From an optimization exercise on the open Yosys and OpenROAD flow, aimed at a short achievable clock period, few clock cycles and low power; shortcuts taken in it are not production practice. At most, simulation tests tie the RTL to the original design; equivalence was not proved. Function not checked in runs 1, 2 and 4: the RTL went through the layout flow alone. Power is estimated from default activity; no workload was simulated.

===== flow/config.mk =====
export PLATFORM = sky130hd
export DESIGN_NAME = armCore
export DESIGN_NICKNAME = armCore
export VERILOG_FILES = /design/flow/design.v
export SDC_FILE = /design/flow/constraint.sdc
export NUM_CORES = 4
export LEC_CHECK = 0
export ABC_CLOCK_PERIOD_IN_PS = 3000
export CAP_MARGIN = 20
export CORE_MARGIN = 2
export CORE_UTILIZATION = 40
export SETUP_SLACK_MARGIN = 3.5
export SLEW_MARGIN = 20

===== flow/constraint.sdc =====
create_clock -name core_clock -period 7.5 [get_ports {clk}]
set_input_delay 1.5000 -clock core_clock [delete_from_list [all_inputs] [get_ports {clk}]]
set_output_delay 1.5000 -clock core_clock [all_outputs]
set_load 0.01 [all_outputs]

===== flow/design.v =====
`default_nettype none
package armPkg;
    localparam int wordWidth = 32;
    localparam int regAddrWidth = 4;
    typedef logic [wordWidth-1:0] word_t;        
    typedef logic [regAddrWidth-1:0] regAddr_t;
    typedef logic [3:0] flags_t;                 
    typedef logic [3:0] cond_t;
    typedef logic [2:0] aluOp_t;
    typedef logic [1:0] immSrc_t;
    typedef enum logic [3:0] {
        FETCH,
        DECODE,
        MEMADR,
        MEMRD,
        MEMWB,
        MEMWR,
        EXECUTER,
        EXECUTEI,
        ALUWB,
        BRANCH
    } ctrlState_t;
    localparam regAddr_t pcReg = 4'd15;
    localparam word_t pcStep = 32'd4;
    localparam logic [1:0] opDataProc = 2'b00;
    localparam logic [1:0] opMemory = 2'b01;
    localparam logic [1:0] opBranch = 2'b10;
    localparam logic [3:0] cmdAnd = 4'b0000;
    localparam logic [3:0] cmdEor = 4'b0001;
    localparam logic [3:0] cmdSub = 4'b0010;
    localparam logic [3:0] cmdAdd = 4'b0100;
    localparam logic [3:0] cmdOrr = 4'b1100;
    localparam aluOp_t aluAdd = 3'd0;
    localparam aluOp_t aluSub = 3'd1;
    localparam aluOp_t aluAnd = 3'd2;
    localparam aluOp_t aluOrr = 3'd3;
    localparam aluOp_t aluEor = 3'd4;
    localparam immSrc_t immDp8 = 2'b00;      
    localparam immSrc_t immMem12 = 2'b01;    
    localparam immSrc_t immBranch = 2'b10;   
endpackage
`default_nettype wire
`timescale 1ns/1ps
`default_nettype none
module armCore (
    input logic clk,
    input logic reset,
    output logic [31:0] adr,
    output logic [31:0] writeData,
    input logic [31:0] readData,
    output logic memWrite
);
    logic [10:2] pc;         
    logic [31:0] ir;
    logic [31:0] opA, opB;   
    logic [31:0] memAdr;     
    logic [10:2] brTarget;   
    logic exDp;              
    logic exMem;             
    logic exStore;           
    logic exBr;              
    logic exSeq;             
    logic flagN, flagZ, flagC, flagV;
    logic [31:0] regs [0:14];
    function automatic logic condTest(input logic [3:0] c, input logic n, input logic z,
                                      input logic cf, input logic v);
        case (c)
            4'b0000: condTest = z;
            4'b0001: condTest = ~z;
            4'b0010: condTest = cf;
            4'b0011: condTest = ~cf;
            4'b0100: condTest = n;
            4'b0101: condTest = ~n;
            4'b0110: condTest = v;
            4'b0111: condTest = ~v;
            4'b1000: condTest = cf & ~z;
            4'b1001: condTest = ~cf | z;
            4'b1010: condTest = (n == v);
            4'b1011: condTest = (n != v);
            4'b1100: condTest = ~z & (n == v);
            4'b1101: condTest = z | (n != v);
            4'b1110: condTest = 1'b1;
            default: condTest = 1'b0;
        endcase
    endfunction
    logic [3:0] cmd, rd;
    logic sBit, loadBit;
    assign cmd = ir[24:21];
    assign sBit = ir[20];
    assign loadBit = ir[20];
    assign rd = ir[15:12];
    logic [31:0] opBx, aluResult;
    logic [32:0] sum;
    logic isSub, cvWrite;
    logic newN, newZ, newC, newV;
    logic zAdd, zSame, zAnd, zOrr;
    assign isSub = (cmd == 4'b0010);
    assign opBx = isSub ? ~opB : opB;
    assign sum = {1'b0, opA} + {1'b0, opBx} + {32'd0, isSub};
    always_comb begin
        case (cmd)
            4'b0000: aluResult = opA & opB;
            4'b0001: aluResult = opA ^ opB;
            4'b1100: aluResult = opA | opB;
            default: aluResult = sum[31:0];
        endcase
    end
    assign zAdd = ((opA ^ opB) == {opA[30:0] | opB[30:0], 1'b0});
    assign zSame = (opA == opB);
    assign zAnd = ((opA & opB) == 32'd0);
    assign zOrr = ((opA | opB) == 32'd0);
    always_comb begin
        case (cmd)
            4'b0000: newZ = zAnd;
            4'b0001: newZ = zSame;
            4'b0010: newZ = zSame;
            4'b1100: newZ = zOrr;
            default: newZ = zAdd;
        endcase
    end
    assign cvWrite = (cmd == 4'b0100) | isSub;
    assign newN = aluResult[31];
    assign newC = sum[32];
    assign newV = (opA[31] == opBx[31]) & (aluResult[31] != opA[31]);
    logic flagWrite;
    logic xN, xZ, xC, xV;    
    assign flagWrite = exDp & sBit;
    assign xN = flagWrite ? newN : flagN;
    assign xZ = flagWrite ? newZ : flagZ;
    assign xC = (flagWrite & cvWrite) ? newC : flagC;
    assign xV = (flagWrite & cvWrite) ? newV : flagV;
    logic isLoad, regWrite, pcLoad, exWrite;
    logic [31:0] wbData;
    logic [10:2] fetchAdr;
    assign isLoad = exMem & loadBit;
    assign fetchAdr = exBr ? brTarget : pc;
    assign adr[31:11] = {memAdr[31:12], exMem & memAdr[11]};
    assign adr[10:2] = ({9{exMem}} & memAdr[10:2]) | ({9{exBr}} & brTarget)
                     | ({9{exSeq}} & pc);
    assign adr[1:0] = memAdr[1:0];
    assign writeData = opB;
    assign memWrite = exStore;
    assign wbData = isLoad ? readData : aluResult;
    assign regWrite = exDp | isLoad;
    assign pcLoad = regWrite & (rd == 4'd15);
    assign exWrite = exDp & (rd != 4'd15);    
    always_ff @(posedge clk) begin
        if (regWrite && rd != 4'd15)
            regs[rd] <= wbData;
    end
    logic [3:0] fRn, fRm, fRd, fRb;
    logic [1:0] fOp;
    logic fImm, fHazard, fValid, fPass;
    logic fDp, fMem, fBr;
    logic [11:2] fR15;
    logic [31:0] fA, fB, fBase;
    assign fOp = readData[27:26];
    assign fRn = readData[19:16];
    assign fRd = readData[15:12];
    assign fRm = readData[3:0];
    assign fRb = (fOp == 2'b01) ? fRd : fRm;
    assign fImm = (fOp == 2'b00) & readData[25];
    assign fR15 = {1'b0, fetchAdr} + 10'd2;
    assign fHazard = (fOp == 2'b01) & exWrite & (rd == fRn);
    assign fValid = ~(exMem | pcLoad | fHazard);
    assign fPass = fValid & condTest(readData[31:28], xN, xZ, xC, xV);
    assign fDp = fPass & (fOp == 2'b00);
    assign fMem = fPass & (fOp == 2'b01);
    assign fBr = fPass & (fOp == 2'b10);
    always_comb begin
        fBase = (fRn == 4'd15) ? {20'd0, fR15, 2'b00} : regs[fRn];
        if (exWrite && rd == fRn)
            fA = aluResult;
        else
            fA = fBase;
        if (fImm)
            fB = {24'd0, readData[7:0]};
        else if (fRb == 4'd15)
            fB = {20'd0, fR15, 2'b00};
        else if (exWrite && rd == fRb)
            fB = aluResult;
        else
            fB = regs[fRb];
    end
    always_ff @(posedge clk) begin
        ir <= readData;
        opA <= fA;
        opB <= fB;
        memAdr <= fBase + {20'd0, readData[11:0]};
        brTarget <= fetchAdr + 9'd2 + readData[8:0];    
    end
    always_ff @(posedge clk or posedge reset) begin
        if (reset) begin
            pc <= 9'd0;
            exDp <= 1'b0;
            exMem <= 1'b0;
            exStore <= 1'b0;
            exBr <= 1'b0;
            exSeq <= 1'b1;
        end else begin
            if (pcLoad)
                pc <= wbData[10:2];
            else if (!exMem)
                pc <= fHazard ? fetchAdr : fetchAdr + 9'd1;
            exDp <= fDp;
            exMem <= fMem;
            exStore <= fMem & ~readData[20];
            exBr <= fBr;
            exSeq <= ~(fMem | fBr);
        end
    end
    always_ff @(posedge clk or posedge reset) begin
        if (reset) begin
            flagN <= 1'b0;
            flagZ <= 1'b0;
            flagC <= 1'b0;
            flagV <= 1'b0;
        end else begin
            flagN <= xN;
            flagZ <= xZ;
            flagC <= xC;
            flagV <= xV;
        end
    end
endmodule
`default_nettype wire

===== flow/run.sh =====
#!/bin/bash
# synth_recipe.tcl (not shown) runs the flow's synth.tcl, then flattens the netlist and writes it again
# the make line also repeats each setting of config.mk as NAME=value (left out here)
make -C /OpenROAD-flow-scripts/flow DESIGN_CONFIG=/design/flow/config.mk WORK_HOME=/design/flow/orfs CLKGATE_MAP_FILE= SYNTH_SCRIPT=/design/flow/synth_recipe.tcl finish

==> run summary, run 1 <==
Post-Synth XOR/XNOR Area=0.0368; R2R depth=17; GRT Overall Usage=0.272; area grow syn2layout=23.5%; Synth Area in Compound Gates=0.104; # rows=about 110; Worst-path clk slew=0.06 ns; post-synthesis sequential area ratio=0.511; CP Max Fanout=36; gp weighted congestion=~0.96; full die area=around 86000 µm²; VDD IR max=around 0.13 mV; Die Width=slightly below 300 µm; Slew HR=0.249; Core Area=~83000 µm²; Synth Instances=between 2000 and 3000; Synth Register Bits=between 600 and 700; total wire length=~120000 µm; most common cell in the netlist=edfxtp_1; Post-synth EDFFs=480; placed instance area=~36000 µm²; top post-synthesis cells by area=edfxtp_1 43%, mux4_2 13%, dfxtp_1 6.8%; Net Sw Power=between 4 and 5 mW; Gate power share=0.362; max-cap check violation count=0; CTS Buf Count=between 60 and 70; initial antenna violation count=1; PwrDens=between 200 and 300 nW/µm²; vias per std cell=approximately 6.3; Sw Share=0.341; clock skew=between 0.03 and 0.04 ns; Ports=just under 100; Avg Cell Area, Syn=roughly 12 µm²; Routed WL per cell=around 30 µm; RR Endpoint=memAdr[27]; unrepaired setup endpoints after global routing=yes; htree depth=3; total vias in the final route=around 26000; clock share of power=0.267; largest net degree at the start of global routing=between 80 and 90; Detail Route Antenna Nets=0; hold path start=pc[6]; Die Ht=approximately 290 µm; hold_ws=between 0.6 and 0.7 ns; CTS tree=done; area leader, netlist=edfxtp_1; first-pass GRT wire length=approximately 170000 µm; post-route design area=about 41000 µm²; FFs w/ async S/R, synth=0.0294; # nets final=approximately 3100; clock latency (worst-skew pair)=between 0.6 and 0.7 ns; final period utilization=0.629; CTS sink count=612; Post-Synth Adder-Cell Area=0.0480; CP required=8.00 ns; synth cell count leaders=480 x edfxtp_1, 262 x nand2_1, 216 x nor2_1; Root Driver=clkbuf_16; multiplexer share of the synthesized area=0.168; dpl hpwl=75000 µm; vias in the first global route=approximately 25000; Initial Util=0.403; outcome=no timing/DRC/antenna violations; CTS Buffer Depth=3; Internal=around 8 mW; PortBufs=~100; HP Class=reg2reg; worst hold path depth=2; Final Hold Viols=0; Period minus WS final=between 4 and 5 ns; internal reg-to-reg setup slack=3.00 ns; main combinational cell family by area after synthesis=multiplexers; Synth cell types=just over 80; Least-Margin Pin Slew=1.11 ns; fmax=roughly 210 MHz; CP Launch Type=input pin; Final Max Tran Viols=0; Pleak=around 15 nW; Pre-antenna DRT Iters=6; Seq pwr share=0.371; n_diodes=0; gr ovfl total=0; post-synthesis instance area=~34000 µm²; Final TNS setup=0 ns; DR iter-0 viols=approximately 3500; Simple-Gate Fraction of Synth Area=0.0923; end of the worst hold path=pc[6]; final setup vio count=0; Arrival @ worst endpoint=5.21 ns; layout cell share with drive strength beyond 1=0.277; Setup Crit Path Kind=in2reg; Setup crit end kind=register; Ys Warns=1; Synth top area share=0.429; Post-synth top flop=edfxtp_1; RR Startpoint=exBr; DRC=0
[state kept, by name (all words and copies together) (netlist names), 9 cells and up]
signal and flops:
regs 480, memAdr 32, opA 32, opB 32
brTarget 9, ir 9, pc 9
[worst max path at each step]
stage | cells past startpoint | slack [ns] | end | startpoint
final | 14 | 2.79 | memAdr[27] | readData[17]
after detailed placement | 18 | 1.10 | memAdr[30] | readData[17]
after global routing | 16 | 2.64 | memAdr[27] | readData[16]
after CTS | 16 | 2.86 | memAdr[29] | readData[16]
after global placement | 17 | 1.26 | memAdr[30] | readData[16]
after floorplan | 27 | 1.64 | memAdr[27] | readData[16]
[routing by layer]
metal | GRT usage | routed length [µm] | part of all wire
met1 | 0.362 | 48000 | 0.39
met2 | 0.437 | 57000 | 0.47
met3 | 0.0561 | 11900 | 0.098
met4 | 0.107 | 4830 | 0.040
met5 | 0 | 14 | 0.00012
[critical path, cell delays in order]
cell and delay, ns:
buf_16 0.19, buf_16 0.18, mux4_2 0.30, a222oi_1 0.63
a21oi_1 0.19, ha_1 0.36, a21boi_4 0.19, o41a_1 0.20
a41oi_2 0.16, a211oi_4 0.36, and4_4 0.29, and4b_2 0.32
nand3_2 0.09, xor2_1 0.16
[layout by cell type (no fill, tap or decap), types with 44 or more instances in the layout]
cell type,n
mux4_2,188
buf_4,134
ha_1,101
xnor2_1,78
xor2_1,44
mux2i_1,89
a21oi_1,118
inv_1,107
o21ai_0,67
dfxtp_1,110
nor2_1,185
edfxtp_1,480
clkbuf_16,80
clkdlybuf4s50_1,90
nand2_1,251
[cell type report]
cell class                      instances  area, µm²
Fill cell                            7112      42000
Sequential cell                       612      17200
Multi-Input combinational cell       1829      17000
Timing Repair Buffer                  317       3500
Clock buffer                           79       1790
Tap cell                             1080       1350
Inverter                              110        413
Clock inverter                         40        295
[what timing repair did]
action | CTS | global route
gates resized for setup | 243 | 165
setup endpoints to repair | 431 | 376
pin swaps | 59 | 89
buffers inserted | 82 | 58
hold buffers | 0 | 0
gates cloned | 14 | 10
[metrics by stage]
stage                     utilization  instances  power [mW]  worst slack, ns
after floorplan                     -       2740        6.52             1.64
after global placement          0.428       3784        7.68             1.26
after detailed placement        0.428       3784        7.76             1.10
after CTS                       0.480       3999        11.5             2.86
after global routing            0.497       4067        12.4             2.64
final                           0.497       4067        12.0             2.79
[power groups by stage]
stage,registers (mW),logic [mW],clock network [mW]
detailed placement,4.53,3.22,0
global route,4.47,4.59,3.37
floorplan,4.46,2.06,0
global placement,4.53,3.15,0
finish,4.46,4.35,3.20
CTS,4.46,3.77,3.23
[logic make-up (layout without fill, tap and decap cells)]
kind of cell | Yosys count | in the layout
AND/OR/NAND/NOR | 688 | 690
adder cells (fa/ha/maj) | 127 | 127
XOR/XNOR | 141 | 141
buffers and inverters | 304 | 546
multiplexers | 325 | 328
flip-flops | 612 | 612
AO/OA/AOI/OAI | 543 | 543
==> inputs of run 2 (changes only) <==
--- a/flow/design.v
+++ b/flow/design.v
@@ -85,2 +85,18 @@
     endfunction
+    function automatic logic [32:0] addFast(input logic [31:0] a, input logic [31:0] b,
+                                            input logic cin);
+        logic [31:0] p, g, gg, pp;
+        p = a ^ b;
+        g = a & b;
+        g[0] = g[0] | (p[0] & cin);
+        gg = g;
+        pp = p;
+        for (int d = 1; d < 32; d = d * 2) begin
+            for (int i = 31; i >= d; i--) begin
+                gg[i] = gg[i] | (pp[i] & gg[i - d]);
+                pp[i] = pp[i] & pp[i - d];
+            end
+        end
+        addFast = {gg[31], p ^ {gg[30:0], cin}};
+    endfunction
     logic [3:0] cmd, rd;
@@ -98,3 +114,3 @@
     assign opBx = isSub ? ~opB : opB;
-    assign sum = {1'b0, opA} + {1'b0, opBx} + {32'd0, isSub};
+    assign sum = addFast(opA, opBx, isSub);
     always_comb begin
@@ -156,2 +172,3 @@
     logic [31:0] fA, fB, fBase;
+    logic [32:0] fAdr;
     assign fOp = readData[27:26];
@@ -169,2 +186,3 @@
     assign fBr = fPass & (fOp == 2'b10);
+    assign fAdr = addFast(fBase, {20'd0, readData[11:0]}, 1'b0);
     always_comb begin
@@ -188,3 +206,3 @@
         opB <= fB;
-        memAdr <= fBase + {20'd0, readData[11:0]};
+        memAdr <= fAdr[31:0];
         brTarget <= fetchAdr + 9'd2 + readData[8:0];    
--- a/flow/config.mk
+++ b/flow/config.mk
@@ -7,3 +7,3 @@
 export LEC_CHECK = 0
-export ABC_CLOCK_PERIOD_IN_PS = 3000
+export ABC_CLOCK_PERIOD_IN_PS = 2500
 export CAP_MARGIN = 20
@@ -11,3 +11,3 @@
 export CORE_UTILIZATION = 40
-export SETUP_SLACK_MARGIN = 3.5
+export SETUP_SLACK_MARGIN = 4.3
 export SLEW_MARGIN = 20
==> run 2 against run 1 <==
  * Worst hold slack lost 0.019 ns
  * Count of clock-buffer cells in the layout rose by 8
  * Global-route usage increased by 3.0 points
  * Setup slack improved by 0.075 ns
  * Design area rose by 9.0%
  * Register-to-register slack is essentially flat
  * Final cell count increased by 2.9%
  * Clock skew fell by 0.0055 ns
==> run summary, run 2 <==
outcome=no timing/DRC/antenna violations; post-synthesis sequential area ratio=0.513; full die area=85800 µm²; Slowest cell on crit path=a222oi_1; clock latency (worst-skew pair)=approximately 0.64 ns; # rows=around 110; Least-Margin Pin Slew=~1.3 ns; Routed WL per cell=~32 µm; DRC=0; Initial Util=0.406; dpl hpwl=around 75000 µm; synth cell count leaders=480 x edfxtp_1, 286 x nand2_1, 185 x mux4_2; FFs w/ async S/R, synth=0.0294; Gate power share=0.405; CTS Buf Count=70; top post-synthesis cells by area=edfxtp_1 43%, mux4_2 12%, dfxtp_1 6.8%; PortBufs=98; gr ovfl total=0; Finished Core Util=0.549; Power, Total=about 13 mW; Synth Register Bits=around 610; hold bufs inserted after CTS=0; vias per std cell=6.43; # nets final=between 3000 and 4000; total wire length=134000 µm; post-synthesis instance area=around 33000 µm²; Setup Crit Path Kind=in2reg; area grow syn2layout=35.3%; Non-Filler Instances=4186; most frequent cells in the layout=480 x edfxtp_1, 248 x nand2_1, 186 x buf_4; first-pass GRT wire length=187000 µm; Root Driver=clkbuf_16; largest net degree at the start of global routing=66; VDD IR max=around 0.16 mV; Synth cell types=slightly above 90; fmax=around 220 MHz; layout cell share with drive strength beyond 1=0.388; final setup vio count=0; Die Width=293 µm; Ports=99; register bank with the most flops=regs; CTS Buffer Depth=3; final period utilization=0.619; Post-synth EDFFs=480; Die Ht=between 200 and 300 µm; Sw Share=0.348; CTS tree=done; most common cell after layout, fill and taps aside=edfxtp_1; Synth top area share=0.431; Pre-antenna DRT Iters=5; clock share of power=0.258; clock skew=around 0.028 ns; Final Hold Viols=0; CTS sink count=~610; Cell Chain, Critical Path=buf_16 > nand2b_4 > buf_12 > o22ai_4 > nor2_2 > a21o_1 > a222oi_1 > a21oi_1 > ha_2 > a21o_1 > a21oi_2 > nor3b_4 > a21oi_1 > a21o_1 > and3b_2 > nand4_1 > nor2_2 > buf_4 > buf_6 > nand2_4 > nor2_4 > xor2_1; htree depth=3; vias in the first global route=~26000; initial antenna violation count=2; total vias in the final route=around 27000; Internal=between 8 and 9 mW; GRT Overall Usage=0.301; CP Max Fanout=6; Final TNS setup=0 ns; CP required=approximately 8.0 ns; peak per-stage delay on the critical path=0.45 ns; Synth Instances=about 2700; Avg Cell Area, Syn=between 10 and 15 µm²; HP Class=reg2reg; Slew HR=0.117; area leader, netlist=edfxtp_1; PwrDens=294 nW/µm²; max-cap check violation count=0; crit path buf inv count=4; Period minus WS final=roughly 4.6 ns; Pleak=approximately 17 nW; Seq pwr share=0.337; most common cell in the netlist=edfxtp_1; DR iter-0 viols=around 3400; Post-synth top flop=edfxtp_1; CP dominant cell by count=a21o_1; placed cells=3727; Arrival @ worst endpoint=~5.2 ns; Setup crit end kind=register; Worst-path clk slew=approximately 0.060 ns; Net Sw Power=~4.6 mW; Detail Route Antenna Nets=0; gp weighted congestion=roughly 1.0; Ys Warns=1; Core Area=a little over 80000 µm²; max reg flops=480; CP Launch Type=input pin; cell family with most CP delay=compound AO/OA/AOI/OAI gates; unrepaired setup endpoints after global routing=yes; Final Max Tran Viols=0
-- run 2: cell count changes after synthesis, sizes merged, moves of 15 or more --
cell,before,now
a21oi,171,134
a22oi,11,37
a311oi,42,58
a31oi,31,11
mux2i,95,71
nand2,262,286
nor2,216,184
o21ai,88,103
o22ai,44,15
xnor2,95,110
-- run 2: metrics by stage --
stage | area (µm²) | hold WS [ns] | setup slack [ns]
2_1_floorplan | 34700 | 0.533 | 2.15
3_3_place_gp | 36200 | 0.553 | 1.20
3_5_place_dp | 36300 | 0.575 | 1.16
4_1_cts | 43300 | 0.589 | 3.01
5_1_grt | 45200 | 0.606 | 2.75
6_report | 45200 | 0.590 | 2.86
-- run 2: timing repair --
action / in CTS / in global routing
pin swaps: 138 / 137
hold endpoints to repair: 0 / 0
setup endpoints to repair: 566 / 552
resized for setup: 502 / 238
gates cloned: 45 / 9
setup buffers: 183 / 92
-- run 2: cell families (layout without fill, tap and decap cells) --
| kind of cell | after synthesis | count (layout) | synth area share |
|---|---|---|---|
| xor+xnor | 145 | 145 | 0.0380 |
| mux | 312 | 328 | 0.165 |
| fa+ha+maj | 127 | 127 | 0.0482 |
| simple gates | 654 | 657 | 0.0875 |
| flops | 612 | 612 | 0.513 |
| buf+inv | 300 | 717 | 0.0401 |
| other cells | 0 | 1 | 0 |
| compound gates | 528 | 529 | 0.108 |
-- run 2: per-layer routing --
layer	track usage	routed length (µm)
met1	0.381	48900
met2	0.482	62000
met3	0.0763	15900
met4	0.151	7530
met5	0	12
-- run 2: final cells by class --
cell class | instances | area (µm²)
Clock buffer | 87 | 1900
Timing Repair Buffer | 475 | 5600
Sequential cell | 612 | 17200
Clock inverter | 42 | 373
Antenna cell | 1 | 2.50
Fill cell | 6485 | 37200
Tap cell | 1070 | 1340
Multi-Input combinational cell | 1786 | 18400
Inverter | 113 | 433
-- run 2: power by group through the flow --
stage | registers, mW | logic [mW] | clock network (mW)
6_report | 4.49 | 5.40 | 3.43
3_5_place_dp | 4.55 | 3.42 | 0
3_3_place_gp | 4.54 | 3.36 | 0
2_1_floorplan | 4.48 | 2.26 | 0
4_1_cts | 4.48 | 4.56 | 3.46
5_1_grt | 4.50 | 5.62 | 3.59
-- run 2: worst paths after layout --
path,from,end,slack (ns),cells after the start
max in group asynchronous,reset,exMem,5.48,2
max reg2reg,exBr,memAdr[25],3.01,21
min in group asynchronous,reset,pc[6],1.38,2
min reg2reg,pc[7],pc[7],0.59,2
max,readData[17],memAdr[25],2.86,22
min,pc[7],pc[7],0.59,2
-- run 2: worst reg2reg max path: stages (launching register included) --
cell and delay (ns):
dfrtp_2 0.44, inv_1 0.14, a21boi_1 0.41, inv_1 0.28, ha_1 0.31, nand3_1 0.16
nor3_2 0.09, xnor2_1 0.37, a21o_1 0.24, ha_4 0.23, a21oi_2 0.17, nor3b_4 0.26
a21oi_1 0.10, a21o_1 0.22, and3b_2 0.26, nand4_1 0.14, nor2_2 0.07, buf_4 0.13
buf_6 0.12, nand2_4 0.05, nor2_4 0.04, xor2_1 0.15
==> inputs of run 3 (changes only) <==
--- a/flow/design.v
+++ b/flow/design.v
@@ -85,64 +85,30 @@
     endfunction
-    function automatic logic [32:0] addFast(input logic [31:0] a, input logic [31:0] b,
-                                            input logic cin);
-        logic [31:0] p, g, gg, pp;
-        p = a ^ b;
-        g = a & b;
-        g[0] = g[0] | (p[0] & cin);
-        gg = g;
-        pp = p;
-        for (int d = 1; d < 32; d = d * 2) begin
-            for (int i = 31; i >= d; i--) begin
-                gg[i] = gg[i] | (pp[i] & gg[i - d]);
-                pp[i] = pp[i] & pp[i - d];
-            end
-        end
-        addFast = {gg[31], p ^ {gg[30:0], cin}};
-    endfunction
-    logic [3:0] cmd, rd;
-    logic sBit, loadBit;
-    assign cmd = ir[24:21];
-    assign sBit = ir[20];
+    logic [3:0] rd;
+    logic loadBit;
     assign loadBit = ir[20];
     assign rd = ir[15:12];
-    logic [31:0] opBx, aluResult;
+    logic exAnd, exEor, exOrr, exAdd, exSub;     
+    logic exFlagNZ, exFlagCV;                    
+    logic [31:0] aluResult;
     logic [32:0] sum;
-    logic isSub, cvWrite;
     logic newN, newZ, newC, newV;
-    logic zAdd, zSame, zAnd, zOrr;
-    assign isSub = (cmd == 4'b0010);
-    assign opBx = isSub ? ~opB : opB;
-    assign sum = addFast(opA, opBx, isSub);
-    always_comb begin
-        case (cmd)
-            4'b0000: aluResult = opA & opB;
-            4'b0001: aluResult = opA ^ opB;
-            4'b1100: aluResult = opA | opB;
-            default: aluResult = sum[31:0];
-        endcase
-    end
+    logic zAdd, zSub, zEor, zAnd, zOrr;
+    armAdd32 aluAdd (.a(opA), .b(opB), .cin(exSub), .s(sum));
+    assign aluResult = ({32{exAnd}} & (opA & opB)) | ({32{exEor}} & (opA ^ opB))
+                     | ({32{exOrr}} & (opA | opB)) | ({32{exAdd | exSub}} & sum[31:0]);
     assign zAdd = ((opA ^ opB) == {opA[30:0] | opB[30:0], 1'b0});
-    assign zSame = (opA == opB);
+    assign zSub = &(opA ^ opB);
+    assign zEor = ((opA ^ opB) == 32'd0);
     assign zAnd = ((opA & opB) == 32'd0);
     assign zOrr = ((opA | opB) == 32'd0);
-    always_comb begin
-        case (cmd)
-            4'b0000: newZ = zAnd;
-            4'b0001: newZ = zSame;
-            4'b0010: newZ = zSame;
-            4'b1100: newZ = zOrr;
-            default: newZ = zAdd;
-        endcase
-    end
-    assign cvWrite = (cmd == 4'b0100) | isSub;
+    assign newZ = (exAnd & zAnd) | (exEor & zEor) | (exOrr & zOrr) | (exAdd & zAdd)
+                | (exSub & zSub);
     assign newN = aluResult[31];
     assign newC = sum[32];
-    assign newV = (opA[31] == opBx[31]) & (aluResult[31] != opA[31]);
-    logic flagWrite;
+    assign newV = (opA[31] == opB[31]) & (sum[31] != opA[31]);
     logic xN, xZ, xC, xV;    
-    assign flagWrite = exDp & sBit;
-    assign xN = flagWrite ? newN : flagN;
-    assign xZ = flagWrite ? newZ : flagZ;
-    assign xC = (flagWrite & cvWrite) ? newC : flagC;
-    assign xV = (flagWrite & cvWrite) ? newV : flagV;
+    assign xN = exFlagNZ ? newN : flagN;
+    assign xZ = exFlagNZ ? newZ : flagZ;
+    assign xC = exFlagCV ? newC : flagC;
+    assign xV = exFlagCV ? newV : flagV;
     logic isLoad, regWrite, pcLoad, exWrite;
@@ -166,3 +132,4 @@
     end
-    logic [3:0] fRn, fRm, fRd, fRb;
+    logic [3:0] fRn, fRm, fRd, fRb, fCmd;
+    logic fSub;
     logic [1:0] fOp;
@@ -177,2 +144,4 @@
     assign fRm = readData[3:0];
+    assign fCmd = readData[24:21];
+    assign fSub = (fOp == 2'b00) & (fCmd == 4'b0010);
     assign fRb = (fOp == 2'b01) ? fRd : fRm;
@@ -186,3 +155,4 @@
     assign fBr = fPass & (fOp == 2'b10);
-    assign fAdr = addFast(fBase, {20'd0, readData[11:0]}, 1'b0);
+    armAdrAdd adrAdd (.base(fBase), .off(readData[11:0]), .s(fAdr[31:0]));
+    assign fAdr[32] = 1'b0;
     always_comb begin
@@ -205,3 +175,9 @@
         opA <= fA;
-        opB <= fB;
+        opB <= fSub ? ~fB : fB;
+        exAnd <= (fCmd == 4'b0000);
+        exEor <= (fCmd == 4'b0001);
+        exOrr <= (fCmd == 4'b1100);
+        exSub <= (fCmd == 4'b0010);
+        exAdd <= (fCmd != 4'b0000) & (fCmd != 4'b0001) & (fCmd != 4'b1100)
+               & (fCmd != 4'b0010);
         memAdr <= fAdr[31:0];
@@ -213,2 +189,4 @@
             exDp <= 1'b0;
+            exFlagNZ <= 1'b0;
+            exFlagCV <= 1'b0;
             exMem <= 1'b0;
@@ -223,2 +201,4 @@
             exDp <= fDp;
+            exFlagNZ <= fDp & readData[20];
+            exFlagCV <= fDp & readData[20] & ((fCmd == 4'b0100) | (fCmd == 4'b0010));
             exMem <= fMem;
@@ -243,2 +223,52 @@
 endmodule
+module armAdrAdd (
+    input logic [31:0] base,
+    input logic [11:0] off,
+    output logic [31:0] s
+);
+    logic [11:0] p, g, gg, pp;
+    logic [31:12] ones, inc;
+    always_comb begin
+        p = base[11:0] ^ off;
+        g = base[11:0] & off;
+        gg = g;
+        pp = p;
+        for (int d = 1; d < 12; d = d * 2) begin
+            for (int i = 11; i >= d; i--) begin
+                gg[i] = gg[i] | (pp[i] & gg[i - d]);
+                pp[i] = pp[i] & pp[i - d];
+            end
+        end
+        ones = base[31:12];
+        for (int d = 1; d < 20; d = d * 2) begin
+            for (int i = 31; i >= 12 + d; i--)
+                ones[i] = ones[i] & ones[i - d];
+        end
+        inc = base[31:12] ^ {ones[30:12], 1'b1};
+        s[11:0] = p ^ {gg[10:0], 1'b0};
+        s[31:12] = gg[11] ? inc : base[31:12];
+    end
+endmodule
+module armAdd32 (
+    input logic [31:0] a,
+    input logic [31:0] b,
+    input logic cin,
+    output logic [32:0] s
+);
+    logic [31:0] p, g, gg, pp;
+    always_comb begin
+        p = a ^ b;
+        g = a & b;
+        g[0] = g[0] | (p[0] & cin);
+        gg = g;
+        pp = p;
+        for (int d = 1; d < 32; d = d * 2) begin
+            for (int i = 31; i >= d; i--) begin
+                gg[i] = gg[i] | (pp[i] & gg[i - d]);
+                pp[i] = pp[i] & pp[i - d];
+            end
+        end
+        s = {gg[31], p ^ {gg[30:0], cin}};
+    end
+endmodule
 `default_nettype wire
--- a/flow/config.mk
+++ b/flow/config.mk
@@ -11,3 +11,5 @@
 export CORE_UTILIZATION = 40
-export SETUP_SLACK_MARGIN = 4.3
+export SETUP_SLACK_MARGIN = 3.5
 export SLEW_MARGIN = 20
+export SYNTH_HIERARCHICAL = 1
+export SYNTH_MINIMUM_KEEP_SIZE = 0
==> run 3 against run 2 <==
  * Register-to-register slack improved by 0.38 ns
  * Highest routed layer unchanged
  * Still clean on timing, DRC and antenna
  * Critical path type unchanged
  * Sequential cell count increased by 3
  * Wire length is 12% lower
  * Largest cell class is now flip-flops and latches
  * First-iteration DRC count decreased by 16%
  * Critical endpoint is now opA[4]
  * Design area fell by 11%
  * Worst hold slack improved by 0.033 ns
==> run summary, run 3 <==
Pleak=14.3 nW; total wire length=~120000 µm; Synth Instances=~2700; final period utilization=0.586; Cell Chain, Critical Path=clkbuf_16 > buf_4 > mux2_4 > o22ai_2 > nor2_2 > a21o_1 > a222oi_1 > a21oi_1 > buf_4 > buf_4 > buf_4 > buf_4 > buf_4 > buf_4 > buf_4 > buf_4 > buf_4 > buf_4 > buf_6 > buf_6 > nor2_4 > a21oi_2; Core Area=around 84000 µm²; placed cells=about 3700; DRC=0; HP Class=reg2reg; gp weighted congestion=approximately 1; Setup Crit Path Kind=in2reg; CTS tree=done; PwrDens=approximately 290 nW/µm²; htree depth=3; wl on met1=around 46000 µm; met2 wire len=55700 µm; cell family with most CP delay=buffers and inverters; vias in the first global route=24800; Synth Register Bits=a little over 600; Period minus WS final=4.39 ns; clock latency (worst-skew pair)=roughly 0.62 ns; Arrival @ worst endpoint=4.87 ns; CTS Buffer Depth=3; largest net degree at the start of global routing=between 60 and 70; n_diodes=0; fmax=between 200 and 250 MHz; Final TNS setup=0 ns; CP Max Fanout=6; Die Ht=294 µm; Pre-antenna DRT Iters=8; Post-synth top flop=edfxtp_1; Root Driver=clkbuf_16; outcome=no timing/DRC/antenna violations; post-synthesis instance area=~34000 µm²; FFs w/ async S/R, synth=0.0325; Highest Signal Layer=met5; most common cell after layout, fill and taps aside=edfxtp_1; Worst-path clk slew=approximately 0.070 ns; Final Max Tran Viols=0; Synth top area share=0.428; hold bufs inserted after CTS=0; PortBufs=98; first-pass GRT wire length=approximately 170000 µm; Ports=about 100; Ys Warns=9; unrepaired setup endpoints after global routing=yes; Routed WL per cell=a little under 30 µm; CP dominant cell by count=buf_4; VDD IR max=between 0.1 and 0.15 mV; max reg flops=between 400 and 500; Least-Margin Pin Slew=roughly 1.1 ns; post-synthesis sequential area ratio=0.511; # nets final=3005; dpl hpwl=74000 µm; CTS Buf Count=67; synth cell count leaders=480 x edfxtp_1, 294 x nand2_1, 209 x mux4_2; Non-Filler Instances=between 3000 and 4000; final setup vio count=0; Slowest cell on crit path=a222oi_1; fillers=~7100; vias per std cell=around 6.3; CP Launch Type=input pin; crit path buf inv count=14; most frequent cells in the layout=480 x edfxtp_1, 290 x nand2_1, 209 x mux4_2; DR iter-0 viols=2822; Post-synth EDFFs=480; top post-synthesis cells by area=edfxtp_1 43%, mux4_2 14%, dfxtp_1 6.8%; Detail Route Antenna Nets=0; most common cell in the netlist=edfxtp_1; met3 wire len=between 10000 and 15000 µm; register bank with the most flops=regs; full die area=86500 µm²; CP required=around 8.0 ns; gr ovfl total=0; Avg Cell Area, Syn=roughly 13 µm²; CTS sink count=between 600 and 700; Synth cell types=81; layout cell share with drive strength beyond 1=0.240; area leader, netlist=edfxtp_1; total vias in the final route=between 20000 and 30000; Initial Util=0.403; initial antenna violation count=5; area grow syn2layout=19.7%; max-cap check violation count=0; # rows=between 100 and 150; Setup crit end kind=register; clock skew=about 0.025 ns; Die Width=294 µm; peak per-stage delay on the critical path=roughly 0.52 ns; GRT Overall Usage=0.268; Final Hold Viols=0; Slew HR=0.275
## run 3: cell count changes after synthesis, sizes merged, moves of 16 or more
| cell | before | now |
|---|---|---|
| and2 | 10 | 29 |
| a22oi | 37 | 8 |
| mux4 | 185 | 209 |
| a311oi | 58 | 41 |
| mux2 | 56 | 19 |
| a221oi | 7 | 34 |
| o221ai | 22 | 3 |
| nor2 | 184 | 168 |
| a31oi | 11 | 30 |
| mux2i | 71 | 54 |
| o21ai | 103 | 138 |
| nand4 | 23 | 39 |
## run 3: tightest hold or removal path: stages (launching register included)
cell and delay, ns:
dfrtp_1 0.37, mux2i_1 0.07, a21oi_1 0.14
## run 3: per-stage QoR
stage	area [µm²]	util	total power [mW]	worst slack (ns)	hold WS, ns
final	40300	0.482	11.5	3.11	0.623
after global routing	40300	0.482	11.9	3.05	0.669
after CTS	39900	0.477	11.4	3.32	0.624
after detailed placement	36000	0.431	7.75	1.92	0.577
after global placement	36000	0.431	7.70	1.96	0.529
after floorplan	33900	-	6.49	3.11	0.511
## run 3: timing repair
item / CTS / global route
gates resized for setup: 147 / 79
pin swaps: 51 / 24
setup endpoints to repair: 356 / 141
buffers inserted: 81 / 8
cloned: 15 / 0
## run 3: Yosys stat by module (local to each module, per instance)
module     area (µm²)  cells  times used
armAdrAdd        1020    128           1
armCore         30800   2305           1
armAdd32         1820    257           1
## run 3: cell families (layout without fill, tap and decap cells)
logic type                 after synthesis  in the layout  share of synthesized area
DFF                                    615            615                      0.511
and+or+nand+nor                        701            702                     0.0974
muxes                                  282            287                      0.162
xor gates and xnor gates               147            147                     0.0382
buffers and inverters                  290            487                     0.0390
adders and majority gates              129            129                     0.0488
AOI/OAI and AO/OA                      526            526                      0.103
## run 3: layout make-up
type / count / area [µm²] / share of cell area
inverters: 100 / 375 / 0.00932
well taps: 1080 / 1350 / 0.0335
multi-input cells: 1791 / 16400 / 0.407
repair buffers: 267 / 2730 / 0.0677
clock buffers: 83 / 1830 / 0.0455
flip-flops and latches: 615 / 17200 / 0.428
clock inverters: 37 / 355 / 0.00882
## run 3: per-layer routing
metal	GRT usage	vias to the layer above
met3	0.0465	301
li1	-	10700
met2	0.436	1422
met4	0.113	4
met1	0.355	12800
met5	0	-
## run 3: report_power, final
group / leakage [nW] / switching (mW) / internal [mW]
Sequential: 5.56 / 0.186 / 4.28
Clock: 1.07 / 1.41 / 1.93
Combinational: 7.70 / 2.27 / 1.43
## run 3: worst paths after layout
| kind | startpoint | endpoint | slack, ns | cells past startpoint |
|---|---|---|---|---|
| setup / recovery | readData[16] | opA[4] | 3.11 | 22 |
| hold / removal | pc[7] | pc[7] | 0.62 | 2 |
| setup reg to reg | exBr | memAdr[17] | 3.39 | 15 |
| hold reg to reg | pc[7] | pc[7] | 0.62 | 2 |
| max in group asynchronous | reset | exMem | 5.41 | 2 |
| min in group asynchronous | reset | pc[2] | 1.41 | 2 |
Testbench counts of run 3, summed over its fixed seeds: cycles 79,078.
==> inputs of run 4 (changes only) <==
--- a/flow/design.v
+++ b/flow/design.v
@@ -54,5 +54,3 @@
     logic [31:0] ir;
-    logic [31:0] opA, opB;   
-    logic [31:0] memAdr;     
-    logic [10:2] brTarget;   
+    logic [31:0] opA, opB;
     logic exDp;              
@@ -117,7 +115,6 @@
     assign isLoad = exMem & loadBit;
-    assign fetchAdr = exBr ? brTarget : pc;
-    assign adr[31:11] = {memAdr[31:12], exMem & memAdr[11]};
-    assign adr[10:2] = ({9{exMem}} & memAdr[10:2]) | ({9{exBr}} & brTarget)
-                     | ({9{exSeq}} & pc);
-    assign adr[1:0] = memAdr[1:0];
+    assign fetchAdr = exBr ? opA[10:2] : pc;
+    assign adr[31:11] = {opA[31:12], exMem & opA[11]};
+    assign adr[10:2] = exSeq ? pc : opA[10:2];
+    assign adr[1:0] = opA[1:0];
     assign writeData = opB;
@@ -174,3 +171,7 @@
         ir <= readData;
-        opA <= fA;
+        case (fOp)
+            2'b01: opA <= fAdr[31:0];
+            2'b10: opA <= {21'd0, fetchAdr + 9'd2 + readData[8:0], 2'b00};   
+            default: opA <= fA;
+        endcase
         opB <= fSub ? ~fB : fB;
@@ -182,4 +183,2 @@
                & (fCmd != 4'b0010);
-        memAdr <= fAdr[31:0];
-        brTarget <= fetchAdr + 9'd2 + readData[8:0];    
     end
==> run 4 against run 3 <==
  * Area after synthesis fell by 1.5%
  * Via count down 2.7%
  * Wire length decreased by 1.5%
  * Sequential share of layout area decreased by 0.99 points
  * Critical path type is now reg2reg
  * Critical endpoint is now exStore
==> run summary, run 4 <==
pre-CTS WS=about 1.4 ns; GRT Overall Usage=0.267; Final TNS setup=0 ns; RR Endpoint=exStore; met3 Usage GRT=0.0480; area leader, netlist=edfxtp_1; Post-synth top flop=edfxtp_1; total wire length=~120000 µm; GRT busiest layer=met2; Root Driver=clkbuf_16; CTS sink count=574; Die Ht=just under 300 µm; internal reg-to-reg setup slack=between 3 and 4 ns; n_diodes=0; synth cell count leaders=480 x edfxtp_1, 284 x nand2_1, 210 x mux4_2; Synth Register Bits=574; Die Width=about 300 µm; Pleak=about 14 nW; dpl hpwl=~75000 µm; DR iter-0 viols=just under 3000; Final Hold Viols=0; full die area=between 80000 and 90000 µm²; PortBufs=98; total vias in the final route=around 24000; CP required=approximately 8 ns; CP Launch Type=register; DRC=0; Core Area=82100 µm²; CTS tree=done; Synth Instances=roughly 2600; Worst Setup SP=opB[0]; post-synthesis sequential area ratio=0.494; Ys Warns=9; CTS Buffer Depth=3; Detail Route Antenna Nets=0; hold bufs inserted after CTS=0; setup ws final=approximately 3.3 ns; Worst-path clk slew=approximately 0.070 ns; clock skew=0.0148 ns; register bank with the most flops=regs; Routed WL per cell=a little over 30 µm; gr ovfl total=0; htree depth=2; initial antenna violation count=2; PwrDens=between 200 and 300 nW/µm²; # rows=105; Period minus WS final=~4.2 ns; layout cell share with drive strength beyond 1=0.242; RR Startpoint=opB[0]; Synth cell types=85; Slew HR=0.307; unrepaired setup endpoints after global routing=yes; gp weighted congestion=0.971; Synth top area share=0.434; area grow syn2layout=18.4%; M1 GR Usage=0.361; final period utilization=0.561; vias per std cell=between 6 and 7; Final Max Tran Viols=0; Ports=99; max reg flops=480; worst hold path depth=2; Finished Core Util=0.479; outcome=no timing/DRC/antenna violations; Setup Crit Path Kind=reg2reg; Avg Cell Area, Syn=roughly 13 µm²; most common cell in the netlist=edfxtp_1; Least-Margin Pin Slew=around 1.0 ns; R2R depth=16; VDD IR max=approximately 0.17 mV; CTS Buf Count=59; Initial Util=0.404; largest net degree at the start of global routing=48; met2 Use GR=0.430; Post-synth EDFFs=between 400 and 500; most frequent cells in the layout=480 x edfxtp_1, 278 x nand2_1, 210 x mux4_2; most common cell after layout, fill and taps aside=edfxtp_1; CP Max Fanout=7; vias in the first global route=about 24000; first-pass GRT wire length=between 150000 and 200000 µm; biggest regs=regs: 480 flops, opA: 32 flops, opB: 32 flops; final setup vio count=0; HP Class=reg2reg; # nets final=a little under 3000; post-synthesis instance area=between 30000 and 40000 µm²; clock latency (worst-skew pair)=approximately 0.63 ns; Arrival @ worst endpoint=4.71 ns; fillers=~7000; Pre-antenna DRT Iters=6; FFs w/ async S/R, synth=0.0348; max-cap check violation count=0; top post-synthesis cells by area=edfxtp_1 43%, mux4_2 14%, ha_1 4.8%; end of the worst hold path=flagC; fmax=between 200 and 250 MHz; Setup crit end kind=register; hold path start=flagC
## run 4: worst max path at each step
stage,to,cells past startpoint
finish,exStore,16
global route,opA[22],14
CTS,opA[10],13
detailed placement,opA[27],16
global placement,opA[21],16
floorplan,opA[31],14
## run 4: power by group
part | leakage, nW | internal, mW | switching (mW)
sequential | 5.22 | 4.04 | 0.196
combinational | 7.56 | 1.50 | 2.46
clock | 0.939 | 1.72 | 1.30
total | 13.7 | 7.26 | 3.95
## run 4: per-layer routing
layer | wire length [µm] | up-vias | share of wire
met3 | 9950 | 217 | 0.085
met4 | 4840 | 2 | 0.042
met5 | 13 | - | 0.00011
met2 | 54500 | 1313 | 0.47
li1 | - | 10400 | -
met1 | 47000 | 12500 | 0.40
## run 4: what timing repair did
action / in CTS / in global routing
endpoints found under the hold margin: 0 / 0
setup endpoints to repair: 313 / 198
buffers inserted: 39 / 26
pin swaps: 57 / 52
cloned: 10 / 3
gates resized for setup: 156 / 110
## run 4: modules after synthesis (local to each module, per instance)
module	times used	cell area [µm²]	flip-flops and latches	cells inside
armAdd32	1	1820	0	257
armAdrAdd	1	1020	0	128
armCore	1	30300	574	2245
## run 4: per-stage QoR
step | power [mW] | hold WS (ns) | area, µm² | std cells
after global routing | 11.6 | 0.602 | 39300 | 3856
after global placement | 7.70 | 0.550 | 35400 | 3667
after detailed placement | 7.77 | 0.557 | 35400 | 3668
after CTS | 11.0 | 0.587 | 38500 | 3827
final | 11.2 | 0.589 | 39300 | 3856
after floorplan | 6.42 | 0.503 | 33400 | 2630
## run 4: logic make-up after synthesis
logic type / count (synthesis) / share of synthesized area
adders and majority gates: 132 / 0.0507
buffers and inverters: 284 / 0.0381
xor gates and xnor gates: 148 / 0.0391
AOI/OAI and AO/OA: 523 / 0.104
DFF: 574 / 0.494
muxes: 335 / 0.182
and+or+nand+nor: 634 / 0.0913
## run 4: layout make-up
cell class,instances,area (µm²),share of cell area
multi-input combinational,1773,16600,0.422
inverter,96,363,0.00923
sequential,574,16400,0.418
clock inverter,43,459,0.0117
tap,1070,1340,0.0341
timing repair buffer,233,2620,0.0668
clock buffer,67,1510,0.0383
## run 4: critical path, stage by stage, from the launching register on
cell	delay [ns]
dfxtp_4	0.35
fa_2	0.46
a211o_1	0.35
a21oi_4	0.15
a211o_4	0.22
a21oi_4	0.10
or3_4	0.41
a221oi_4	0.23
buf_6	0.17
o21ai_2	0.07
and4_4	0.20
a21oi_4	0.27
xnor2_2	0.11
a21o_1	0.20
a211oi_2	0.30
o211ai_4	0.17
and4b_1	0.28
==> inputs of run 5 (changes only) <==
--- a/flow/design.v
+++ b/flow/design.v
@@ -135,3 +135,11 @@
     logic [11:2] fR15;
-    logic [31:0] fA, fB, fBase;
+    logic [31:0] fA, fB, fBase, fRegB;
+    logic [511:0] regView;    
+    always_comb begin
+        for (int r = 0; r < 15; r++)
+            regView[32 * r +: 32] = regs[r];
+        regView[511:480] = {20'd0, fR15, 2'b00};
+    end
+    armRead16 readA (.d(regView), .s(fRn), .q(fBase));
+    armRead16 readB (.d(regView), .s(fRb), .q(fRegB));
     logic [32:0] fAdr;
@@ -155,3 +163,2 @@
     always_comb begin
-        fBase = (fRn == 4'd15) ? {20'd0, fR15, 2'b00} : regs[fRn];
         if (exWrite && rd == fRn)
@@ -162,4 +169,2 @@
             fB = {24'd0, readData[7:0]};
-        else if (fRb == 4'd15)
-            fB = {20'd0, fR15, 2'b00};
         else if (exWrite && rd == fRb)
@@ -167,3 +172,3 @@
         else
-            fB = regs[fRb];
+            fB = fRegB;
     end
@@ -222,2 +227,9 @@
 endmodule
+module armRead16 (
+    input logic [511:0] d,
+    input logic [3:0] s,
+    output logic [31:0] q
+);
+    assign q = d[32 * s +: 32];
+endmodule
 module armAdrAdd (
==> run 5 against run 4 <==
  * Sequential share of layout area about the same
  * Final cell count down 2.4%
  * Sequential cell count unchanged
  * Synthesized cell count down 5.6%
  * Area after synthesis down 0.28%
  * Clock power up 7.9%
  * Still clean on timing, DRC and antenna
  * Design area down 0.22%
  * Critical endpoint is now opA[17]
  * Core utilization about the same
  * Wire length down 2.6%
  * Combinational power down 5.3%
  * Via count down 3.5%
==> run summary, run 5 <==
gp weighted congestion=around 0.95; PwrDens=between 200 and 300 nW/µm²; max-cap check violation count=0; FFs w/ async S/R, synth=0.0348; HP Class=reg2reg; Post-synth top flop=edfxtp_1; fmax=about 240 MHz; hold_ws=approximately 0.6 ns; Final TNS setup=0 ns; RR Endpoint=opA[17]; area grow syn2layout=18.5%; total wire length=~110000 µm; CTS Buf Count=66; Setup Crit Path Kind=reg2reg; most common cell after layout, fill and taps aside=edfxtp_1; Avg Cell Area, Syn=13.3 µm²; GRT busiest layer=met2; full die area=approximately 85000 µm²; vias in the first global route=about 24000; synth cell count leaders=480 x edfxtp_1, 256 x mux4_2, 227 x nand2_1; first-pass GRT wire length=roughly 160000 µm; stages on the worst setup path=18; initial antenna violation count=2; Initial Util=0.404; Post-synth EDFFs=480; Die Ht=between 200 and 300 µm; Ys Warns=9; Core Area=between 80000 and 90000 µm²; met3 Usage GRT=0.0453; met2 Use GR=0.434; clock skew=between 0.03 and 0.04 ns; R2R depth=18; Synth cell types=80; htree depth=3; PortBufs=98; top post-synthesis cells by area=edfxtp_1 44%, mux4_2 17%, ha_1 4.8%; Worst Setup SP=exBr; Root Driver=clkbuf_16; post-synthesis instance area=around 33000 µm²; Detail Route Antenna Nets=0; placed instance area=roughly 35000 µm²; area leader, netlist=edfxtp_1; Routed WL per cell=30.1 µm; CP Launch Type=register; vias per std cell=~6.3; largest net degree at the start of global routing=50; clock latency (worst-skew pair)=approximately 0.63 ns; Multi-input gate area=about 17000 µm²; # rows=105; CP required=around 8.0 ns; Final Hold Viols=0; final setup vio count=0; CTS sink count=574; Die Width=292 µm; Pre-antenna DRT Iters=7; sequential cell area=around 16000 µm²; register bank with the most flops=regs; cell family with most CP delay=simple AND/OR/NAND/NOR gates; CTS Buffer Depth=3; Final Max Tran Viols=0; layout cell share with drive strength beyond 1=0.245; # nets final=~2800; internal reg-to-reg setup slack=roughly 3.4 ns; Ports=99; placed cells=roughly 3600; Critical Path Sink=opA[17]; dpl hpwl=73700 µm; Worst-path clk slew=0.06 ns; fillers=7164; Synth top area share=0.436; RR Startpoint=exBr; Slew HR=0.281; Non-Filler Instances=roughly 3800; Synth Register Bits=between 500 and 600; VDD IR max=around 0.14 mV; total vias in the final route=23600; post-synthesis sequential area ratio=0.496; Pleak=about 14 nW; GRT Overall Usage=0.263; M1 GR Usage=0.352; max reg flops=480; DR iter-0 viols=between 2000 and 3000; Least-Margin Pin Slew=around 1.1 ns; gr ovfl total=0; most frequent cells in the layout=480 x edfxtp_1, 256 x mux4_2, 213 x nand2_1; CTS tree=done; most common cell in the netlist=edfxtp_1; peak per-stage delay on the critical path=~0.52 ns; Cell Chain, Critical Path=buf_12 > mux2i_4 > nor2_4 > nand3_4 > nor3_4 > xnor2_2 > mux4_2 > a22oi_2 > nand2_2 > ha_4 > and3_4 > o2111ai_4 > o211a_4 > buf_4 > nor3b_4 > xor2_1 > nand2_1 > o21ai_0; Arrival @ worst endpoint=4.63 ns; Setup crit end kind=register; CP Max Fanout=8; post-route design area=about 39000 µm²; final period utilization=0.547; outcome=no timing/DRC/antenna violations; crit path buf inv count=2; Synth Instances=~2500; DRC=0; biggest regs=regs: 480 flops, opA: 32 flops, opB: 32 flops; Slowest cell on crit path=mux4_2; unrepaired setup endpoints after global routing=yes; Period minus WS final=around 4 ns
run 5: changes by cell type in the layout (fill, tap and decap cells not counted), sizes merged, moves of 26 or more:
cell	delta
a211oi	-42
a21oi	-59
a22oi	+127
a311oi	-45
conb	+44
inv	+27
mux2i	-26
mux4	+46
nand2	-57
o21ai	-52
run 5: cell families after synthesis:
family / share of synthesized area
adder cells (fa/ha/maj): 0.0508
AO/OA/AOI/OAI: 0.0945
multiplexers: 0.198
buffers and inverters: 0.0424
other: 0.000113
XOR/XNOR: 0.0392
flip-flops: 0.496
AND/OR/NAND/NOR: 0.0796
run 5: worst register-to-register path, delay by kind of cell, from the launching register on:
| kind | cells | cell delay [ns] |
|---|---|---|
| flip-flops | 1 | 0.41 |
| adder cells (fa/ha/maj) | 1 | 0.30 |
| AO/OA/AOI/OAI | 4 | 0.80 |
| multiplexers | 2 | 0.76 |
| buffers and inverters | 2 | 0.30 |
| AND/OR/NAND/NOR | 7 | 1.13 |
| XOR/XNOR | 2 | 0.30 |
run 5: layout make-up:
cell class,count,share of cell area
Clock inverter,40,0.0103
Sequential cell,574,0.418
Antenna cell,1,0.0000638
Timing Repair Buffer,216,0.0555
Multi-Input combinational cell,1659,0.425
Tap cell,1070,0.0341
Inverter,121,0.0116
Clock buffer,81,0.0452
run 5: layer usage:
layer	part of all wire	routed length [µm]	up-vias
met5	0.00012	14	-
met4	0.032	3610	2
met3	0.081	9200	203
met2	0.48	54500	1147
met1	0.41	45900	12200
li1	-	-	10000
run 5: repair_timing:
item	in CTS	in global routing
gates cloned	11	1
pin swaps	26	28
hold buffers	0	0
setup buffers	39	16
setup endpoints to repair	146	76
hold endpoints to repair	0	0
gates resized for setup	141	62
run 5: worst min path at each step:
stage                      from  endpoint  slack [ns]  cells past startpoint
after floorplan           flagZ     flagZ        0.48                      2
after global placement    flagC     flagC        0.51                      1
after detailed placement  flagC     flagC        0.51                      1
after CTS                 flagC     flagC        0.60                      2
after global routing      flagC     flagC        0.62                      2
final                     flagC     flagC        0.60                      2
run 5: where the power goes:
| group | switching, mW | internal (mW) | total [mW] |
|---|---|---|---|
| combinational | 2.33 | 1.41 | 3.74 |
| clock | 1.36 | 1.90 | 3.26 |
| sequential | 0.190 | 3.98 | 4.17 |
run 5: Yosys stat by module, one instance, submodules excluded:
module	flip-flops and latches	cell area (µm²)	times used	cells inside
armAdrAdd	0	1020	1	128
armCore	574	22800	1	1556
armRead16	0	3730	2	271
armAdd32	0	1820	1	257
run 5: stage by stage:
stage	setup WS (ns)	power, mW	util
4_1_cts	3.49	11.1	0.473
5_1_grt	3.27	11.6	0.478
3_3_place_gp	1.71	7.48	0.432
3_5_place_dp	1.69	7.54	0.432
2_1_floorplan	3.27	6.21	-
6_report	3.40	11.2	0.478
Testbench counts of run 5, summed over its fixed seeds: cycles 79,078.
==> inputs of run 6 (changes only) <==
--- a/flow/config.mk
+++ b/flow/config.mk
@@ -11,2 +11,5 @@
 export CORE_UTILIZATION = 40
+export CTS_BUF_LIST = sky130_fd_sc_hd__clkbuf_8
+export CTS_CLUSTER_DIAMETER = 50
+export CTS_CLUSTER_SIZE = 24
 export SETUP_SLACK_MARGIN = 3.5
==> run 6 against run 5 <==
  * Still clean on timing, DRC and antenna
  * Power shrank 5.0%
  * Worst hold slack improved by 0.0057 ns
  * Design area down 0.92%
  * Via count increased by 0.87%
  * Final cell count is 0.58% higher
  * Wire length rose by 0.71%
  * Sequential share of layout area up 0.39 points
  * Critical path type is now in2reg
==> run summary, run 6 <==
layout cell share with drive strength beyond 1=0.258; max-cap check violation count=0; Ports=slightly below 100; synth cell count leaders=480 x edfxtp_1, 256 x mux4_2, 227 x nand2_1; Setup Crit Path Kind=in2reg; most common cell after layout, fill and taps aside=edfxtp_1; Detail Route Antenna Nets=0; setup ws final=3.44 ns; vias per std cell=roughly 6.3; # rows=approximately 110; Post-synth top flop=edfxtp_1; hold bufs inserted after CTS=0; CP Launch Type=input pin; Ys Warns=9; Root Driver=clkbuf_8; outcome=no timing/DRC/antenna violations; Post-synth EDFFs=480; unrepaired setup endpoints after global routing=yes; PwrDens=273 nW/µm²; gp weighted congestion=about 0.95; crit path buf inv count=2; Synth cell types=80; Slowest cell on crit path=nand3_1; CP dominant cell by count=nand2_1; Die Ht=around 290 µm; Final Hold Viols=0; biggest regs=regs: 480 flops, opA: 32 flops, opB: 32 flops; max reg flops=480; # nets final=2819; Final Max Tran Viols=0; largest net degree at the start of global routing=84; Arrival @ worst endpoint=4.69 ns; CP Max Fanout=24; Synth top area share=0.436; total wire length=114000 µm; top post-synthesis cells by area=edfxtp_1 44%, mux4_2 17%, ha_1 4.8%; Pre-antenna DRT Iters=8; most frequent cells in the layout=480 x edfxtp_1, 256 x mux4_2, 216 x nand2_1; Pleak=between 10 and 15 nW; VDD IR max=around 0.15 mV; Core Area=82000 µm²; register bank with the most flops=regs; final period utilization=0.542; full die area=about 85000 µm²; area leader, netlist=edfxtp_1; dpl hpwl=approximately 74000 µm; Cell Chain, Critical Path=buf_2 > and2_4 > buf_6 > a22oi_1 > nand2_1 > ha_1 > nand3_1 > nor4b_4 > xor2_1 > nand2_1 > o21ai_1; GRT Overall Usage=0.262; Avg Cell Area, Syn=approximately 13 µm²; CTS tree=done; cell family with most CP delay=simple AND/OR/NAND/NOR gates; Least-Margin Pin Slew=roughly 1.2 ns; initial antenna violation count=5; peak per-stage delay on the critical path=a little under 0.6 ns; Initial Util=0.404; Slew HR=0.221; Synth Instances=roughly 2500; Final TNS setup=0 ns; CTS Buffer Depth=3; area grow syn2layout=17.4%; total vias in the final route=between 20000 and 25000; most common cell in the netlist=edfxtp_1; PortBufs=98; Routed WL per cell=roughly 30 µm; CTS sink count=~570; placed instance area=about 35000 µm²; DRC=0; clock skew=between 0.06 and 0.07 ns; DR iter-0 viols=2575; fillers=7202; Worst-path clk slew=around 0.08 ns; HP Class=reg2reg; CP required=roughly 8 ns; clock latency (worst-skew pair)=0.73 ns; sequential cell area=16400 µm²; CTS Buf Count=71; Period minus WS final=between 4 and 5 ns; FFs w/ async S/R, synth=0.0348; gr ovfl total=0; Multi-input gate area=approximately 17000 µm²; final setup vio count=0; post-synthesis instance area=about 33000 µm²; post-route design area=38800 µm²; htree depth=3; Synth Register Bits=about 570; post-synthesis sequential area ratio=0.496; first-pass GRT wire length=roughly 160000 µm; vias in the first global route=about 24000; hold_ws=0.607 ns; pre-CTS WS=1.69 ns; fmax=around 250 MHz; Setup crit end kind=register; Die Width=~290 µm
==> run 6: cell counts after synthesis <==
Identical to the previous run, type by type.
==> run 6: kinds of logic after synthesis <==
family	synth area share
AO/OA/AOI/OAI	0.0945
XOR/XNOR	0.0392
adder cells (fa/ha/maj)	0.0508
buffers and inverters	0.0424
flip-flops	0.496
multiplexers	0.198
other	0.000113
AND/OR/NAND/NOR	0.0796
==> run 6: final timing paths <==
check                              from  endpoint  slack [ns]  depth (start not counted)
setup / recovery           readData[19]   opA[28]        3.44                         11
hold / removal                    flagC     flagC        0.61                          2
setup reg to reg                   exBr   opA[22]        3.45                         17
hold reg to reg                   flagC     flagC        0.61                          2
max in group asynchronous         reset      exBr        5.57                          2
min in group asynchronous         reset    pc[10]        1.31                          2
==> run 6: worst min-delay path, cell delays in order (launching register included) <==
cell and delay, ns:
dfrtp_1 0.32, mux2_4 0.15, buf_4 0.10
==> run 6: power by group <==
group	switching, mW	internal (mW)
clock network	1.45	1.21
logic	2.35	1.44
registers	0.190	3.97
==> run 6: area by class of cell <==
class / instances / share of cell area
Timing Repair Buffer: 226 / 0.0570
Inverter: 121 / 0.0117
Clock inverter: 57 / 0.0171
Tap cell: 1070 / 0.0345
Sequential cell: 574 / 0.422
Clock buffer: 74 / 0.0262
Multi-Input combinational cell: 1659 / 0.431
Antenna cell: 3 / 0.000193
==> run 6: modules after synthesis, one instance, submodules excluded <==
module / flops+latches / copies in the design / cells
armAdd32: 0 / 1 / 257
armAdrAdd: 0 / 1 / 128
armCore: 574 / 1 / 1556
armRead16: 0 / 2 / 271
==> run 6: per-stage QoR <==
| step | utilization | std cells | total power [mW] |
|---|---|---|---|
| 6_report | 0.474 | 3784 | 10.6 |
| 5_1_grt | 0.474 | 3783 | 11.0 |
| 4_1_cts | 0.465 | 3739 | 10.4 |
| 3_5_place_dp | 0.432 | 3573 | 7.54 |
| 3_3_place_gp | 0.432 | 3573 | 7.48 |
| 2_1_floorplan | - | 2526 | 6.21 |
==> run 6: metal layers <==
metal  vias up  global-route usage  part of all wire
li1      10100                   -                 -
met1     12300               0.346              0.39
met2      1222               0.430              0.48
met3       236              0.0512             0.091
met4         6              0.0988             0.039
met5         -                   0           0.00033
==> run 6: what timing repair did <==
action | in CTS | in global routing
hold endpoints to repair | 0 | 0
setup endpoints to repair | 145 | 78
cloned | 10 | 2
gates resized for setup | 142 | 74
pin swaps | 38 | 57
setup buffers | 25 | 40
==> inputs of run 7 (changes only) <==
--- a/flow/config.mk
+++ b/flow/config.mk
@@ -7,2 +7,3 @@
 export LEC_CHECK = 0
+export ABC_AREA = 1
 export ABC_CLOCK_PERIOD_IN_PS = 2500
==> run 7 against run 6 <==
  * Highest routed layer unchanged
  * Still clean
  * Core utilization shrank 3.1 points
  * Setup slack better by 0.048 ns
  * Design area is 14% higher
  * Largest power group unchanged
  * Die area up 21%
  * Worst hold slack worse by 0.078 ns
  * Clock skew shrank 0.015 ns
  * Final cell count up 86%
==> run summary, run 7 <==
max reg flops=480; Detail Route Antenna Nets=0; largest net degree at the start of global routing=approximately 150; total wire length=147000 µm; CP required=approximately 8.1 ns; max-cap check violation count=0; Ys Warns=9; RR Startpoint=exBr; initial antenna violation count=3; CP dominant cell by count=nand2_1; HP Class=reg2reg; most frequent cells in the layout=1972 x nand2_1, 1074 x inv_1, 839 x nand3_1; Least-Margin Pin Slew=~1.1 ns; Final Max Tran Viols=0; Slew HR=0.249; post-route design area=around 44000 µm²; Die Width=about 320 µm; CTS Buffer Depth=3; Cell Chain, Critical Path=clkbuf_16 > buf_16 > nand2_1 > nand2_1 > nand2_1 > nand3_1 > nand3_1 > nand2_1 > ha_1 > nand2_1 > nor2_1 > nand3_1 > xnor2_1 > nand2_1 > nand2_1 > a22o_1; vias per std cell=5.25; Simple-Gate Fraction of Synth Area=0.329; Synth top area share=0.360; hold path start=pc[6]; # nets final=about 5900; final period utilization=0.535; post-synthesis instance area=around 40000 µm²; clock latency (worst-skew pair)=between 0.7 and 0.8 ns; first-pass GRT wire length=roughly 220000 µm; VDD IR max=approximately 0.12 mV; Setup crit end kind=register; Arrival @ worst endpoint=4.62 ns; Slowest cell on crit path=buf_16; Core Area=between 90000 and 100000 µm²; DR iter-0 viols=approximately 4200; Avg Cell Area, Syn=~7.1 µm²; FFs w/ async S/R, synth=0.0348; GRT Overall Usage=0.280; Worst-path clk slew=0.10 ns; outcome=no timing/DRC/antenna violations; RR Endpoint=opA[24]; Root Driver=clkbuf_8; Pleak=about 22 nW; R2R depth=24; setup ws final=roughly 3.5 ns; gp weighted congestion=about 1; biggest regs=regs: 480 flops, opA: 32 flops, opB: 32 flops; htree depth=3; worst hold path depth=2; main combinational cell family by area after synthesis=simple AND/OR/NAND/NOR gates; total vias in the final route=around 37000; Post-Synth Adder-Cell Area=0.0420; PortBufs=slightly below 100; Post-Synth XOR/XNOR Area=0.0184; # rows=approximately 120; PwrDens=~240 nW/µm²; vias in the first global route=around 34000; DRC=0; full die area=103000 µm²; Initial Util=0.402; Final TNS setup=0 ns; Pre-antenna DRT Iters=9; fmax=about 250 MHz; synth cell count leaders=1984 x nand2_1, 1076 x inv_1, 840 x nand3_1; CTS sink count=about 570; clock skew=about 0.054 ns; CP Launch Type=input pin; most common cell in the netlist=nand2_1; Post-synth EDFFs=480; Finished Core Util=0.443; register bank with the most flops=regs; internal reg-to-reg setup slack=3.67 ns; Die Ht=320 µm; Ports=99; pre-CTS WS=approximately 1.6 ns; Power, Total=10.8 mW; Synth Register Bits=about 570; unrepaired setup endpoints after global routing=yes; top post-synthesis cells by area=edfxtp_1 36%, nand2_1 19%, nand3_1 10%; Setup Crit Path Kind=in2reg; area leader, netlist=edfxtp_1; Post-synth top flop=edfxtp_1; Routed WL per cell=20.9 µm; area grow syn2layout=10.2%; most common cell after layout, fill and taps aside=nand2_1; CTS Buf Count=73; end of the worst hold path=pc[6]; Final Hold Viols=0; placed instance area=41700 µm²; peak per-stage delay on the critical path=around 0.42 ns; gr ovfl total=0; CP Max Fanout=about 150; Period minus WS final=between 4 and 5 ns; Non-Filler Instances=7049; final setup vio count=0; dpl hpwl=88800 µm; Synth Area in Compound Gates=0.0511; post-synthesis sequential area ratio=0.409; layout cell share with drive strength beyond 1=0.0715; hold_ws=0.529 ns; CTS tree=done; Synth cell types=58; multiplexer share of the synthesized area=0; Synth Instances=5643; hold bufs inserted after CTS=0; placed cells=between 6000 and 7000
==> run 7: changes by cell type in the layout (fill, tap and decap cells not counted), sizes merged, moves of 31 or more <==
cell,delta
o21ai,+69
xnor2,-72
nor2,+132
mux4,-256
a31oi,-36
nand3,+809
a222oi,-31
mux2i,-64
a22oi,-128
nand2,+1787
inv,+957
==> run 7: logic make-up after synthesis <==
logic type / count (synthesis)
adders and majority gates: 132
xor gates and xnor gates: 84
DFF: 574
AOI/OAI and AO/OA: 323
other: 1
and+or+nand+nor: 3154
buffers and inverters: 1375
==> run 7: worst max-delay path by stage <==
stage                            start  endpoint  slack, ns  cells past startpoint
final                     readData[16]   opA[22]       3.48                     16
after global routing              exBr   opA[24]       3.46                     24
after CTS                         exBr   opA[26]       3.52                     23
after detailed placement  readData[16]   opA[29]       1.57                     16
after global placement    readData[16]   opA[28]       1.62                     17
after floorplan           readData[16]   opA[15]       3.67                     19
==> run 7: final cells by class <==
type                            instances  area [µm²]
Fill cell                           10000       55600
Multi-Input combinational cell       3740       18200
Antenna cell                            3        7.51
Tap cell                             1298        1620
Inverter                             1085        4170
Clock buffer                           75        1030
Timing Repair Buffer                  208        2070
Sequential cell                       574       16400
Timing Repair inverter                  5        47.5
Clock inverter                         61         616
==> run 7: power by group <==
part	switching, mW	leakage, nW	internal, mW
clock network	1.47	0.842	1.15
registers	0.169	5.21	3.99
logic	2.79	15.7	1.24
==> run 7: per-layer routing <==
layer,track usage,share of wire
met1,0.370,0.41
met2,0.451,0.45
met3,0.0441,0.093
met4,0.126,0.046
met5,0,0.00011
==> run 7: Yosys stat by module, one instance, submodules excluded <==
module | cells inside | flip-flops and latches | copies in the design | area (µm²)
armAdd32 | 501 | 0 | 1 | 2420
armCore | 1777 | 574 | 1 | 23000
armAdrAdd | 267 | 0 | 1 | 1460
armRead16 | 1549 | 0 | 2 | 6610
==> run 7: repair_timing <==
action / CTS / global route
gates cloned: 9 / 3
resized for setup: 62 / 40
setup endpoints to repair: 64 / 60
setup buffers: 10 / 15
pin swaps: 4 / 7
==> run 7: worst max-delay path: cells and delay by family <==
kind,cells,cell delay [ns]
xor+xnor,1,0.18
buf+inv,2,0.71
compound gates,1,0.20
simple gates,11,1.33
fa+ha+maj,1,0.26

==> re-timing with driven ports <==
In the flow no input, the clock included, has a driving cell. The finished layouts below were timed again as built, in two steps.
Step 1 sets driving cells, clkbuf_16 on the clock port and buf_2 on the other inputs (assumed; they add their load-dependent delay and slew).
Step 2 times the ports against the registers' clock, not the clock port: input delays grow and output delays shrink by t, the midpoint of the rising clock arrivals with the driver on.
a / b / c = no drivers / after step 1 / after step 2; a / b = the first two.
run	t, ns	setup WS [ns]
run 1	0.663	2.785 / 2.499 / 1.836
run 2	0.691	2.861 / 2.481 / 1.790
run 3	0.675	3.108 / 2.899 / 2.223
run 4	0.690	3.293 / 2.934 / 2.244
run 5	0.677	3.398 / 3.221 / 2.544
run 6	0.770	3.437 / 3.244 / 2.475
run 7	0.776	3.485 / 3.306 / 2.530
After both steps every run listed still meets setup and hold.
